Context: an optimization exercise on an open-source flow, tuned for small area, a short achievable clock period and few clock cycles. The choices shown serve that exercise and are no tape-out recipe.
At most, simulation tests tie the RTL to the original design; equivalence was not proved.
No activity file was given, so power comes from the tool's default toggle rates.

Design odp_writer, start of the top module:
module odp_writer #(
    parameter int DEPTH = 17           
) (
    input  logic        clk,
    input  logic        rst_n,
    input  logic        px_in_vld,
    input  logic [15:0] px_in,
    output logic        px_in_rdy,
    output logic        MEM_REQ,
    output logic [31:0] MEM_ADDR,
    output logic [3:0]  MEM_CMD,
    output logic        MEM_WE,
    output logic [31:0] MEM_DOUT,
    output logic        MEM_WVLD,
    input  logic        MEM_WRDY,
    input  logic        MEM_ODP_SEL,
    input  logic        MEM_FIN,
    input  logic        ODP_START,
    output logic        ODP_STATUS,
    input  logic [31:0] CFG_WRITE_START_ADDR,
    input  logic [8:0]  CFG_WIDTH,
    input  logic [8:0]  CFG_HEIGHT,
    input  logic [9:0]  CFG_NUM_FMAP
);
==> flow/config.mk <==
export PLATFORM = sky130hd
export DESIGN_NAME = odp_writer
export DESIGN_NICKNAME = odp_writer
export VERILOG_FILES = /design/flow/design.v
export SDC_FILE = /design/flow/constraint.sdc
export NUM_CORES = 4
export LEC_CHECK = 0
export ABC_CLOCK_PERIOD_IN_PS = 3000
export CAP_MARGIN = 20
export CORE_MARGIN = 2
export CORE_UTILIZATION = 65
export CTS_CLUSTER_DIAMETER = 100
export CTS_CLUSTER_SIZE = 20
export SLEW_MARGIN = 20
==> flow/constraint.sdc <==
create_clock -name core_clock -period 12.0 [get_ports {clk}]
set_input_delay 2.4000 -clock core_clock [delete_from_list [all_inputs] [get_ports {clk}]]
set_output_delay 2.4000 -clock core_clock [all_outputs]
set_load 0.01 [all_outputs]
standard.sh (not shown) runs the stock make flow with config.mk's settings and CLKGATE_MAP_FILE= SYNTH_SCRIPT=/design/flow/synth_recipe.tcl, a recipe that flattens the netlist after the stock synthesis.
==> flow/flow/run.sh <==
#!/bin/bash
# Own layout flow: the standard ORFS flow (standard.sh), with
#  - the port buffers made from buf_2 cells instead of the default delay-buffer cells,
set -euo pipefail
export BUFFER_PORTS_ARGS="-buffer_cell sky130_fd_sc_hd__buf_2"
bash standard.sh SETUP_SLACK_MARGIN=8.5 finish > flow_make.log 2>&1
Testbench counts at the start, summed over its fixed seeds: cycles 176,730.
Edit:
--- a/flow/design.v
+++ b/flow/design.v
@@ -25,22 +25,21 @@
     localparam int MD = DEPTH - 1;             
     typedef enum logic [1:0] {B_IDLE, B_REQ, B_DATA, B_FIN} bst_t;
     logic          status_q, rdy_q, in_done_q, half_q;
     logic          last_q;                     
     logic [8:0]    wlen_q, hlen_q, wc_q, hc_q;
     logic [9:0]    nc_q;
     logic [31:0]   addr_q;
     logic [31:0]   mem_q [MD];
     logic [MD-1:0] nw_q;                       
     logic [MD-1:0] rsel;                       
-    logic [31:0]   dout_d, addr_d;
-    logic          fin_b;
+    logic [31:0]   rdata;
     logic [DEPTH:0] tot_q;                     
     logic          hv_q;                       
     logic [31:0]   dout_q;
     logic [15:0]   px_q;
     logic          slo_q, shi_q, hz_q;         
     bst_t          bst_q;
     logic          req_q, wvld_q;
     logic [3:0]    beat_q;                     
     logic          empty_job, start, xfer, last_px, fin_px, commit, pop, ld, job_end;
     logic          can_lo, wr_lo, wr_hi, s_free, slo_d, nw_top_d, req_go;
@@ -68,41 +67,37 @@
     assign nz       = tot_q[0];
     assign ge15     = tot_q[14];
     assign ge16     = tot_q[15];
     assign mnz      = hv_q ? (shi_q ? tot_q[2] : tot_q[1]) : (shi_q ? tot_q[1] : tot_q[0]);
     always_comb begin
         cnt4   = 4'd0;                       
         cnt4m1 = 4'd0;                       
         for (int k = 0; k < 15; k++) if (tot_q[k]) cnt4 = 4'(k + 1);
         for (int k = 1; k < 16; k++) if (tot_q[k]) cnt4m1 = 4'(k);
     end
-    assign can_lo   = !nw_q[MD-1];
+    assign can_lo   = !nw_q[MD-1] || ld;
     assign wr_lo    = slo_q && can_lo;
     assign wr_hi    = shi_q && (!slo_q || can_lo);
     assign s_free   = !slo_q || can_lo;
     assign slo_d    = xfer ? !half_q : (s_free ? 1'b0 : slo_q);
     assign nw_top_d = (wr_lo && !ld) ? nw_q[MD-2] : ((ld && !wr_lo) ? 1'b0 : nw_q[MD-1]);
     assign req_go = status_q && (ge16 || (commit && ge15) || (in_done_q && nz) || (fin_px && nz));
     assign cmd_d  = commit ? cnt4 : cnt4m1;
     always_comb begin
         if (wc_q != 9'd1)      last_nx = (wc_q == 9'd2) && (hc_q == 9'd1) && (nc_q == 10'd1);
         else if (hc_q != 9'd1) last_nx = (wlen_q == 9'd1) && (hc_q == 9'd2) && (nc_q == 10'd1);
         else                   last_nx = (wlen_q == 9'd1) && (hlen_q == 9'd1) && (nc_q == 10'd2);
     end
     always_comb begin
-        dout_d = dout_q & {32{!ld}};
-        for (int i = 0; i < MD; i++) dout_d = dout_d | (mem_q[i] & {32{ld && rsel[i]}});
+        rdata = '0;
+        for (int i = 0; i < MD; i++) rdata = rdata | (mem_q[i] & {32{rsel[i]}});
     end
-    assign fin_b  = (bst_q == B_FIN) && MEM_FIN;
-    assign addr_d = (CFG_WRITE_START_ADDR & {32{!status_q}}) |
-                    ({addr_q[31:6] + 26'd1, addr_q[5:0]} & {32{status_q && fin_b}}) |
-                    (addr_q & {32{status_q && !fin_b}});
     assign rsel = nw_q & ~{1'b0, nw_q[MD-1:1]};
     always_ff @(posedge clk or negedge rst_n) begin
         if (!rst_n) begin
             status_q  <= 1'b0;
             rdy_q     <= 1'b0;
             in_done_q <= 1'b0;
             half_q    <= 1'b0;
             nw_q      <= '0;
             tot_q     <= '0;
             hv_q      <= 1'b0;
@@ -151,44 +146,45 @@
             endcase
         end
     end
     always_ff @(posedge clk) begin
         if (!status_q) begin
             wlen_q <= CFG_WIDTH;
             hlen_q <= CFG_HEIGHT;
             wc_q   <= CFG_WIDTH;
             hc_q   <= CFG_HEIGHT;
             nc_q   <= CFG_NUM_FMAP;
+            addr_q <= CFG_WRITE_START_ADDR;
             last_q <= (CFG_WIDTH == 9'd1) && (CFG_HEIGHT == 9'd1) && (CFG_NUM_FMAP == 10'd1);
         end else begin
             if (xfer) last_q <= last_nx;
             if (xfer) begin
                 if (wc_q == 9'd1) begin
                     wc_q <= wlen_q;
                     if (hc_q == 9'd1) begin
                         hc_q <= hlen_q;
                         nc_q <= nc_q - 10'd1;
                     end else begin
                         hc_q <= hc_q - 9'd1;
                     end
                 end else begin
                     wc_q <= wc_q - 9'd1;
                 end
             end
+            if (bst_q == B_FIN && MEM_FIN) addr_q[31:6] <= addr_q[31:6] + 26'd1;
         end
         if (bst_q == B_IDLE) begin
             beat_q <= cmd_d;
         end else if (bst_q == B_DATA && pop) begin
             beat_q <= beat_q - 4'd1;
         end
-        dout_q <= dout_d;
-        addr_q <= addr_d;
+        if (ld) dout_q <= rdata;
     end
     always_ff @(posedge clk) begin
         if (xfer) begin
             px_q <= px_in;
             hz_q <= !half_q;
         end
         if (wr_lo) begin
             for (int i = 1; i < MD; i++) mem_q[i] <= mem_q[i-1];
             mem_q[0][15:0] <= px_q;
         end
After rerunning: Register-to-register slack gets worse by 0.09 ns. Synthesized cell count decreases by 4.0%. Worst setup slack degrades by 0.47 ns. Worst hold slack is worse by 0.0036 ns. Wire length increases by 13%.
The RTL of the second run of this note was laid out without a check of its function.

Setup of the baseline:
The RTL this note starts from:
==> flow/design.v <==
module odp_writer #(
    parameter int DEPTH = 17           
) (
    input  logic        clk,
    input  logic        rst_n,
    input  logic        px_in_vld,
    input  logic [15:0] px_in,
    output logic        px_in_rdy,
    output logic        MEM_REQ,
    output logic [31:0] MEM_ADDR,
    output logic [3:0]  MEM_CMD,
    output logic        MEM_WE,
    output logic [31:0] MEM_DOUT,
    output logic        MEM_WVLD,
    input  logic        MEM_WRDY,
    input  logic        MEM_ODP_SEL,
    input  logic        MEM_FIN,
    input  logic        ODP_START,
    output logic        ODP_STATUS,
    input  logic [31:0] CFG_WRITE_START_ADDR,
    input  logic [8:0]  CFG_WIDTH,
    input  logic [8:0]  CFG_HEIGHT,
    input  logic [9:0]  CFG_NUM_FMAP
);
    localparam int MD = DEPTH - 1;             
    typedef enum logic [1:0] {B_IDLE, B_REQ, B_DATA, B_FIN} bst_t;
    logic          status_q, rdy_q, in_done_q, half_q;
    logic          last_q;                     
    logic [8:0]    wlen_q, hlen_q, wc_q, hc_q;
    logic [9:0]    nc_q;
    logic [31:0]   addr_q;
    logic [31:0]   mem_q [MD];
    logic [MD-1:0] wsel_q;                     
    logic [MD-1:0] rsel_q;                     
    logic [31:0]   rdata;
    logic [DEPTH-1:0] tot_q;                   
    logic          hv_q;                       
    logic [31:0]   dout_q;
    bst_t          bst_q;
    logic          req_q, wvld_q;
    logic [3:0]    cmd_q, beat_q;
    logic          empty_job, start, xfer, last_px, fin_px, commit, pop, ld, job_end;
    logic          space0, space1, rdy_run, req_go;
    logic          mnz, m_lt_md, m_lt_md1, ge16, ge15, nz;
    logic [3:0]    cnt4, cnt4m1;
    logic [3:0]    cmd_d;
    logic          last_nx, lo_ok, hi_ok;
    assign px_in_rdy  = rdy_q;
    assign ODP_STATUS = status_q;
    assign MEM_REQ    = req_q;
    assign MEM_WE     = req_q;
    assign MEM_ADDR   = addr_q;
    assign MEM_CMD    = cmd_q;
    assign MEM_WVLD   = wvld_q;
    assign MEM_DOUT   = dout_q;
    assign empty_job = (CFG_WIDTH == '0) || (CFG_HEIGHT == '0) || (CFG_NUM_FMAP == '0);
    assign start     = !status_q && ODP_START && !empty_job;
    assign xfer      = px_in_vld && rdy_q;
    assign last_px   = last_q;
    assign fin_px    = xfer && last_px;
    assign commit    = xfer && (half_q || last_px);
    assign pop       = wvld_q && MEM_WRDY;
    assign ld        = (pop || !hv_q) && mnz;
    assign job_end   = (bst_q == B_FIN) && MEM_FIN && in_done_q && !nz;
    assign nz       = tot_q[0];
    assign ge15     = tot_q[14];
    assign ge16     = tot_q[15];
    assign mnz      = hv_q ? tot_q[1] : tot_q[0];
    assign m_lt_md  = hv_q ? !tot_q[MD] : !tot_q[MD-1];
    assign m_lt_md1 = hv_q ? !tot_q[MD-1] : !tot_q[MD-2];
    always_comb begin
        cnt4   = 4'd0;                       
        cnt4m1 = 4'd0;                       
        for (int k = 0; k < 15; k++) if (tot_q[k]) cnt4 = 4'(k + 1);
        for (int k = 1; k < 16; k++) if (tot_q[k]) cnt4m1 = 4'(k);
    end
    assign space0  = ld || m_lt_md;                  
    assign space1  = ld ? m_lt_md : m_lt_md1;        
    assign rdy_run = xfer ? (!half_q || space1) : (half_q || space0);
    assign req_go = status_q && (ge16 || (commit && ge15) || (in_done_q && nz) || fin_px);
    assign cmd_d  = commit ? cnt4 : cnt4m1;
    always_comb begin
        if (wc_q != 9'd1)      last_nx = (wc_q == 9'd2) && (hc_q == 9'd1) && (nc_q == 10'd1);
        else if (hc_q != 9'd1) last_nx = (wlen_q == 9'd1) && (hc_q == 9'd2) && (nc_q == 10'd1);
        else                   last_nx = (wlen_q == 9'd1) && (hlen_q == 9'd1) && (nc_q == 10'd2);
    end
    always_comb begin
        rdata = '0;
        for (int i = 0; i < MD; i++) rdata = rdata | (mem_q[i] & {32{rsel_q[i]}});
    end
    always_ff @(posedge clk or negedge rst_n) begin
        if (!rst_n) begin
            status_q  <= 1'b0;
            rdy_q     <= 1'b0;
            in_done_q <= 1'b0;
            half_q    <= 1'b0;
            wsel_q    <= MD'(1);
            rsel_q    <= MD'(1);
            tot_q     <= '0;
            hv_q      <= 1'b0;
            bst_q     <= B_IDLE;
            req_q     <= 1'b0;
            wvld_q    <= 1'b0;
        end else begin
            if (!status_q) begin
                status_q  <= start;
                rdy_q     <= start;
                in_done_q <= 1'b0;
                half_q    <= 1'b0;
            end else begin
                if (job_end) status_q <= 1'b0;
                rdy_q     <= !in_done_q && !fin_px && rdy_run;
                in_done_q <= in_done_q || fin_px;
                half_q    <= half_q ^ xfer;
            end
            if (commit && !pop)      tot_q <= {tot_q[DEPTH-2:0], 1'b1};
            else if (pop && !commit) tot_q <= {1'b0, tot_q[DEPTH-1:1]};
            hv_q   <= ld || (hv_q && !pop);
            if (commit) wsel_q <= {wsel_q[MD-2:0], wsel_q[MD-1]};
            if (ld)     rsel_q <= {rsel_q[MD-2:0], rsel_q[MD-1]};
            case (bst_q)
                B_IDLE: if (req_go) begin
                    req_q <= 1'b1;
                    bst_q <= B_REQ;
                end
                B_REQ: if (MEM_ODP_SEL) begin
                    wvld_q <= 1'b1;
                    bst_q  <= B_DATA;
                end
                B_DATA: if (pop && beat_q == 4'd0) begin
                    wvld_q <= 1'b0;
                    bst_q  <= B_FIN;
                end
                B_FIN: if (MEM_FIN) begin
                    req_q <= 1'b0;
                    bst_q <= B_IDLE;
                end
                default: bst_q <= B_IDLE;
            endcase
        end
    end
    always_ff @(posedge clk) begin
        if (!status_q) begin
            wlen_q <= CFG_WIDTH;
            hlen_q <= CFG_HEIGHT;
            wc_q   <= CFG_WIDTH;
            hc_q   <= CFG_HEIGHT;
            nc_q   <= CFG_NUM_FMAP;
            addr_q <= CFG_WRITE_START_ADDR;
            last_q <= (CFG_WIDTH == 9'd1) && (CFG_HEIGHT == 9'd1) && (CFG_NUM_FMAP == 10'd1);
        end else begin
            if (xfer) last_q <= last_nx;
            if (xfer) begin
                if (wc_q == 9'd1) begin
                    wc_q <= wlen_q;
                    if (hc_q == 9'd1) begin
                        hc_q <= hlen_q;
                        nc_q <= nc_q - 10'd1;
                    end else begin
                        hc_q <= hc_q - 9'd1;
                    end
                end else begin
                    wc_q <= wc_q - 9'd1;
                end
            end
            if (bst_q == B_FIN && MEM_FIN) addr_q[31:6] <= addr_q[31:6] + 26'd1;
        end
        if (bst_q == B_IDLE) begin
            cmd_q  <= cmd_d;
            beat_q <= cmd_d;
        end else if (bst_q == B_DATA && pop) begin
            beat_q <= beat_q - 4'd1;
        end
        if (ld) dout_q <= rdata;
    end
    assign lo_ok = rdy_q && !half_q;
    assign hi_ok = rdy_q && (half_q || last_q);
    always_ff @(posedge clk) begin
        for (int i = 0; i < MD; i++) begin
            if (px_in_vld && lo_ok && wsel_q[i]) mem_q[i][15:0]  <= px_in;
            if (px_in_vld && hi_ok && wsel_q[i]) mem_q[i][31:16] <= half_q ? px_in : 16'h0000;
        end
    end
endmodule
export LEC_CHECK = 0
export ABC_CLOCK_PERIOD_IN_PS = 3000
export CAP_MARGIN = 20
export CORE_MARGIN = 2
export CORE_UTILIZATION = 55
export CTS_CLUSTER_DIAMETER = 150
export CTS_CLUSTER_SIZE = 30
export SLEW_MARGIN = 20
create_clock -name core_clock -period 12.0 [get_ports {clk}]
==> flow/flow/run.sh <==
#!/bin/bash
# Own layout flow: the standard ORFS flow (standard.sh), with
#  - the port buffers made from buf_2 cells instead of the default delay-buffer cells,
set -euo pipefail
export BUFFER_PORTS_ARGS="-buffer_cell sky130_fd_sc_hd__buf_2"
bash standard.sh SETUP_SLACK_MARGIN=9 finish > flow_make.log 2>&1
The baseline did not stop at any stage, and its layout met the timing, design-rule and antenna checks.
The inputs of the candidate differ from those of the baseline as listed below.
--- a/flow/design.v
+++ b/flow/design.v
@@ -1,5 +1,5 @@
 module odp_writer #(
-    parameter int DEPTH = 17           
+    parameter int DEPTH = 18           
 ) (
     input  logic        clk,
     input  logic        rst_n,
Results
Compare the candidate and the baseline | multiplexer share of the synthesized area higher: the baseline. Per the comparison of the candidate with the baseline, clock power climbed about 7%, share of the synthesized netlist area taken by xor and xnor gates level, sum of net half-perimeters after detailed placement now sits higher. Status: register area share after synthesis parity (the baseline, the candidate). The origin of the worst setup path comes out status_q in one run and addr_q[19] in the other, namely in the baseline and the candidate respectively. Fraction of area in registers: the candidate vs the baseline down 0.83 points. Total power draw: lower on the baseline. Taking the baseline as the reference, in the candidate post-synthesis cell area now sits higher, global-route wire length before repair now sits higher, net switching component of the power now sits higher, number of buffers inserted to repair setup after CTS now sits higher.
No functional check of the RTL was part of any run of this note.

port drivers added, routing unchanged:
Ports are ideal in the flow. The routed layouts listed here were re-timed in OpenROAD.
Step 1: set_driving_cell puts a clkbuf_16 on clk and a buf_2 on each other input, an assumption about the parent block.
Step 2 also shifts input and output timing later by t, the mid clock arrival at the registers, as if the neighbouring blocks saw the same clock.
Three values: no drivers, after step 1, after step 2; two values: the first two.
run	t (ns)	slack for setup (ns)	worst hold slack (ns)	slew at the worst register clock pin (ns)	pins driven straight from the clock port
the first run of note 1	0.617	8.419 / 8.366 / 7.927	0.439 / 0.439 / 0.439	0.09 / 0.09	1
the second run of note 1	0.642	7.946 / 7.960 / 7.318	0.436 / 0.436 / 0.436	0.09 / 0.09	1
the baseline	0.666	8.346 / 8.286 / 8.281	0.523 / 0.523 / 0.523	0.12 / 0.12	1
the candidate	0.673	8.349 / 8.287 / 7.970	0.522 / 0.522 / 0.522	0.12 / 0.12	1
After both steps every run listed still meets setup and hold. The setup slack of the second run of note 1, which loses most, moves by +0.014 ns with the drivers and by -0.628 ns with both steps.
